Source: an optimization exercise on an open RTL-to-GDS flow (aim: small area). Production flows keep margins and buffers that such runs may drop. RTL that was checked went through simulation tests only; none was proved equivalent to the original. No activity file was given, so power comes from the tool's default toggle rates.

==> inputs of run a <==
==> flow/design.v (excerpt) <==
module user_stream_adder_c0
#(
  parameter int          AXI_DATA_BITS  = 512,
  parameter int          AXIL_DATA_BITS = 64,
  parameter int          AXI_ADDR_BITS  = 64,
  parameter int          PID_BITS       = 6,
  parameter logic [63:0] ID_VALUE       = ID_VALUE_DEF
) (
  input  logic                          aclk,
  input  logic                          areset,
  input  logic [AXI_ADDR_BITS-1:0]      axi_ctrl_awaddr,
  input  logic                          axi_ctrl_awvalid,
  output logic                          axi_ctrl_awready,
  input  logic [AXIL_DATA_BITS-1:0]     axi_ctrl_wdata,
  input  logic [AXIL_DATA_BITS/8-1:0]   axi_ctrl_wstrb,
  input  logic                          axi_ctrl_wvalid,
  output logic                          axi_ctrl_wready,
  output logic [1:0]                    axi_ctrl_bresp,
  output logic                          axi_ctrl_bvalid,
  input  logic                          axi_ctrl_bready,
  input  logic [AXI_ADDR_BITS-1:0]      axi_ctrl_araddr,
  input  logic                          axi_ctrl_arvalid,
  output logic                          axi_ctrl_arready,
  output logic [AXIL_DATA_BITS-1:0]     axi_ctrl_rdata,
  output logic [1:0]                    axi_ctrl_rresp,
  output logic                          axi_ctrl_rvalid,
  input  logic                          axi_ctrl_rready,
  input  logic [AXI_DATA_BITS-1:0]      s_axis_host_sink_tdata,
  input  logic [AXI_DATA_BITS/8-1:0]    s_axis_host_sink_tkeep,
  input  logic [PID_BITS-1:0]           s_axis_host_sink_tid,
  input  logic                          s_axis_host_sink_tlast,
  input  logic                          s_axis_host_sink_tvalid,
  output logic                          s_axis_host_sink_tready,
  output logic [AXI_DATA_BITS-1:0]      m_axis_host_src_tdata,
  output logic [AXI_DATA_BITS/8-1:0]    m_axis_host_src_tkeep,
  output logic [PID_BITS-1:0]           m_axis_host_src_tid,
  output logic                          m_axis_host_src_tlast,
  output logic                          m_axis_host_src_tvalid,
  input  logic                          m_axis_host_src_tready
);
make LEC_CHECK=0 CAP_MARGIN=20 CORE_MARGIN=2 CORE_UTILIZATION=65 CTS_BUF_LIST=sky130_fd_sc_hd__clkbuf_8 SLEW_MARGIN=20 finish   # period 5.0 ns
run.sh (not shown) runs the stock make flow with config.mk's settings and CLKGATE_MAP_FILE= SYNTH_SCRIPT=/design/flow/synth_recipe.tcl, a recipe that flattens the netlist after the stock synthesis.
==> inputs of run b, as changes to run a <==
--- a/flow/config.mk
+++ b/flow/config.mk
@@ -7,6 +7,5 @@
 export LEC_CHECK = 0
 export CAP_MARGIN = 20
 export CORE_MARGIN = 2
-export CORE_UTILIZATION = 65
-export CTS_BUF_LIST = sky130_fd_sc_hd__clkbuf_8
+export CORE_UTILIZATION = 40
 export SLEW_MARGIN = 20
==> comparison <==
Run a ended with an error in I/O pin placement. Run b aborted during I/O pin placement. In area after synthesis, run a and run b do not differ. In synthesized cell count, run a and run b do not differ.
No run of this note included a check of the RTL's function; only the layout flow was run.

---

==> build 11 <==
user_stream_adder_c0, a different RTL version from the one above (not shown whole).
clock: 5.0 ns
lec_check: 0
cap_margin: 20
core_area: 2 2 198 798
cts_buf_list: sky130_fd_sc_hd__clkbuf_8
die_area: 0 0 200 800
slew_margin: 20
standard.sh (not shown) runs the stock make flow with config.mk's settings and CLKGATE_MAP_FILE= SYNTH_SCRIPT=/design/flow/synth_recipe.tcl, a recipe that flattens the netlist after the stock synthesis.
==> flow/flow/run.sh <==
#!/bin/bash
# Standard ORFS layout (the standard.sh), with the port buffers made of
# the smallest buffer cell instead of the default delay-buffer choice.
set -euo pipefail
export BUFFER_PORTS_ARGS="-buffer_cell sky130_fd_sc_hd__buf_1"
bash standard.sh synth > synth.log 2>&1
bash standard.sh finish > finish.log 2>&1
==> inputs of build 30, as changes to build 11 <==
--- a/flow/design.v
+++ b/flow/design.v
@@ -216,19 +216,16 @@
   assign axi_ctrl_bvalid  = bvalid_reg;
   assign axi_ctrl_bresp   = 2'b00;
   assign axi_ctrl_arready = arready_reg;
   assign axi_ctrl_rvalid  = rvalid_reg;
   assign axi_ctrl_rdata   = rdata_reg;
   assign axi_ctrl_rresp   = 2'b00;
   assign sink_accept = s_axis_host_sink_tvalid & s_axis_host_sink_tready;
-  always_ff @(posedge aclk or posedge rst) begin
-    if (rst) begin
-      beat_cnt_reg <= '0;
-      pkt_cnt_reg  <= '0;
-    end else if (clr_cnt) begin
+  always_ff @(posedge aclk) begin
+    if (rst || clr_cnt) begin
       beat_cnt_reg <= '0;
       pkt_cnt_reg  <= '0;
     end else if (sink_accept) begin
       beat_cnt_reg <= beat_cnt_reg + 64'd1;
       if (s_axis_host_sink_tlast) begin
         pkt_cnt_reg <= pkt_cnt_reg + 64'd1;
       end
==> flow/flow/run.sh (replaced) <==
#!/bin/bash
# Standard ORFS layout (the standard.sh) with two changes to how it is
# built: port buffers use the smallest buffer cell instead of the default
# delay-buffer choice, and clock tree synthesis clusters more flip-flops per
# leaf buffer and inserts no dummy balancing loads.
set -euo pipefail
export BUFFER_PORTS_ARGS="-buffer_cell sky130_fd_sc_hd__buf_1"
export CTS_ARGS="-sink_clustering_enable -repair_clock_nets -buf_list sky130_fd_sc_hd__clkbuf_8 -dont_use_dummy_load -sink_clustering_size 13 -sink_clustering_max_diameter 50"
bash standard.sh synth > synth.log 2>&1
bash standard.sh finish > finish.log 2>&1
Settings changed: CORE_AREA 2 2 198 798 to 2 2 118 878, DIE_AREA 0 0 200 800 to 0 0 120 880.
==> inputs of build 44, as changes to build 11 <==
--- a/flow/design.v
+++ b/flow/design.v
@@ -216,19 +216,16 @@
   assign axi_ctrl_bvalid  = bvalid_reg;
   assign axi_ctrl_bresp   = 2'b00;
   assign axi_ctrl_arready = arready_reg;
   assign axi_ctrl_rvalid  = rvalid_reg;
   assign axi_ctrl_rdata   = rdata_reg;
   assign axi_ctrl_rresp   = 2'b00;
   assign sink_accept = s_axis_host_sink_tvalid & s_axis_host_sink_tready;
-  always_ff @(posedge aclk or posedge rst) begin
-    if (rst) begin
-      beat_cnt_reg <= '0;
-      pkt_cnt_reg  <= '0;
-    end else if (clr_cnt) begin
+  always_ff @(posedge aclk) begin
+    if (rst || clr_cnt) begin
       beat_cnt_reg <= '0;
       pkt_cnt_reg  <= '0;
     end else if (sink_accept) begin
       beat_cnt_reg <= beat_cnt_reg + 64'd1;
       if (s_axis_host_sink_tlast) begin
         pkt_cnt_reg <= pkt_cnt_reg + 64'd1;
       end
==> flow/flow/run.sh (replaced) <==
#!/bin/bash
# Standard ORFS layout (the standard.sh) with two changes to how it is
# built: port buffers use the smallest buffer cell instead of the default
# delay-buffer choice, and clock tree synthesis clusters more flip-flops per
# leaf buffer and inserts no dummy balancing loads.
set -euo pipefail
export BUFFER_PORTS_ARGS="-buffer_cell sky130_fd_sc_hd__buf_1"
export CTS_ARGS="-sink_clustering_enable -repair_clock_nets -buf_list sky130_fd_sc_hd__clkbuf_16 -dont_use_dummy_load -sink_clustering_size 26 -sink_clustering_max_diameter 45"
bash standard.sh synth > synth.log 2>&1
bash standard.sh finish > finish.log 2>&1
Settings changed: CORE_AREA 2 2 198 798 to 2 2 118 878, CTS_BUF_LIST sky130_fd_sc_hd__clkbuf_8 to sky130_fd_sc_hd__clkbuf_16, DIE_AREA 0 0 200 800 to 0 0 120 880, GPL_TIMING_DRIVEN set to 0.
==> run notes <==
Of build 11 and build 44, build 44 has the higher synthesized cell count (gap about 1.5%, measured against build 44). In sequential power, build 44 and build 30 hardly differ. Total power: build 30 < build 44 < build 11. Maximum frequency: build 44 < build 11 < build 30. In combinational power, build 11 and build 44 hardly differ. The highest first-iteration DRC count belongs to build 44, the lowest to build 30. Against build 44, the design area of build 30 is lower by 1.1%.
==> figures <==
Gr usage total: build 44 0.440; build 11 0.339; build 30 0.389
Worst Setup Slack post-DPL: build 44 -1600 ps; build 11 358 ps; build 30 590 ps
M1 GR Usage: build 44 0.408; build 11 0.332; build 30 0.370
Ant diodes: build 44 50; build 11 88; build 30 35
Result of the run: build 44 timing/DRC/antenna clean; build 11 timing/DRC/antenna clean; build 30 timing/DRC/antenna clean
Class of the tightest hold or removal check: build 44 flop to asynchronous set/reset pin; build 11 primary input to flop; build 30 primary input to asynchronous set/reset pin
Mapped Area: build 44 0.0660 mm²; build 11 0.0659 mm²; build 30 0.0660 mm²
Actual transition at the worst max-transition pin: build 44 1260 ps; build 11 1250 ps; build 30 1020 ps
Data arrival time of the worst path: build 44 5480 ps; build 11 5370 ps; build 30 5190 ps
Met3 Routed Length: build 44 24500 µm; build 11 30400 µm; build 30 21600 µm
Sequential share of cell area: build 44 0.459; build 11 0.452; build 30 0.465
Worst voltage drop across the vdd grid: build 44 0.000509 V; build 11 0.000355 V; build 30 0.000331 V
Cell-internal power: build 44 0.0167 W; build 11 0.0192 W; build 30 0.0166 W
Final standard cell count with taps included and fillers excluded: build 44 8269; build 11 9197; build 30 8207
P per Cell Area: build 44 307 mW/mm²; build 11 343 mW/mm²; build 30 307 mW/mm²

==> what the ideal ports hide <==
Ports are ideal in the flow. The routed layouts listed here were re-timed in OpenROAD.
Step 1 (the two cells are an assumption about what drives the block):
set clk [get_ports {aclk}]
set_driving_cell -lib_cell sky130_fd_sc_hd__clkbuf_16 $clk
set_driving_cell -lib_cell sky130_fd_sc_hd__buf_2 [delete_from_list [all_inputs] $clk]
Step 2 adds t to the input delays and takes it off the output delays; t is the mean of the earliest and latest rising clock arrival at the registers after step 1. Input paths then give back, and output paths get back, about the clock's delay inside the block.
Slacks: ideal ports / drivers / drivers and shift; pairs: ideal ports / drivers.
run | t (ns) | setup WS [ns] | latest minus earliest clock arrival (ns) | slew at the worst register clock pin (ns) | worst data-port slew with drivers (ns)
build 11 | 1.022 | 0.318 / 0.318 / 0.284 | 0.098 / 0.098 | 0.10 / 0.10 | 0.36
build 30 | 0.941 | 0.425 / 0.425 / 0.425 | 0.072 / 0.071 | 0.12 / 0.12 | 0.17
build 44 | 0.831 | 0.011 / 0.011 / 0.011 | 0.047 / 0.047 | 0.12 / 0.12 | 0.22
After both steps setup and hold are still met in every run listed. For build 11, which loses most, drivers alone change the setup slack by 0.000 ns; drivers and shift together by -0.034 ns.
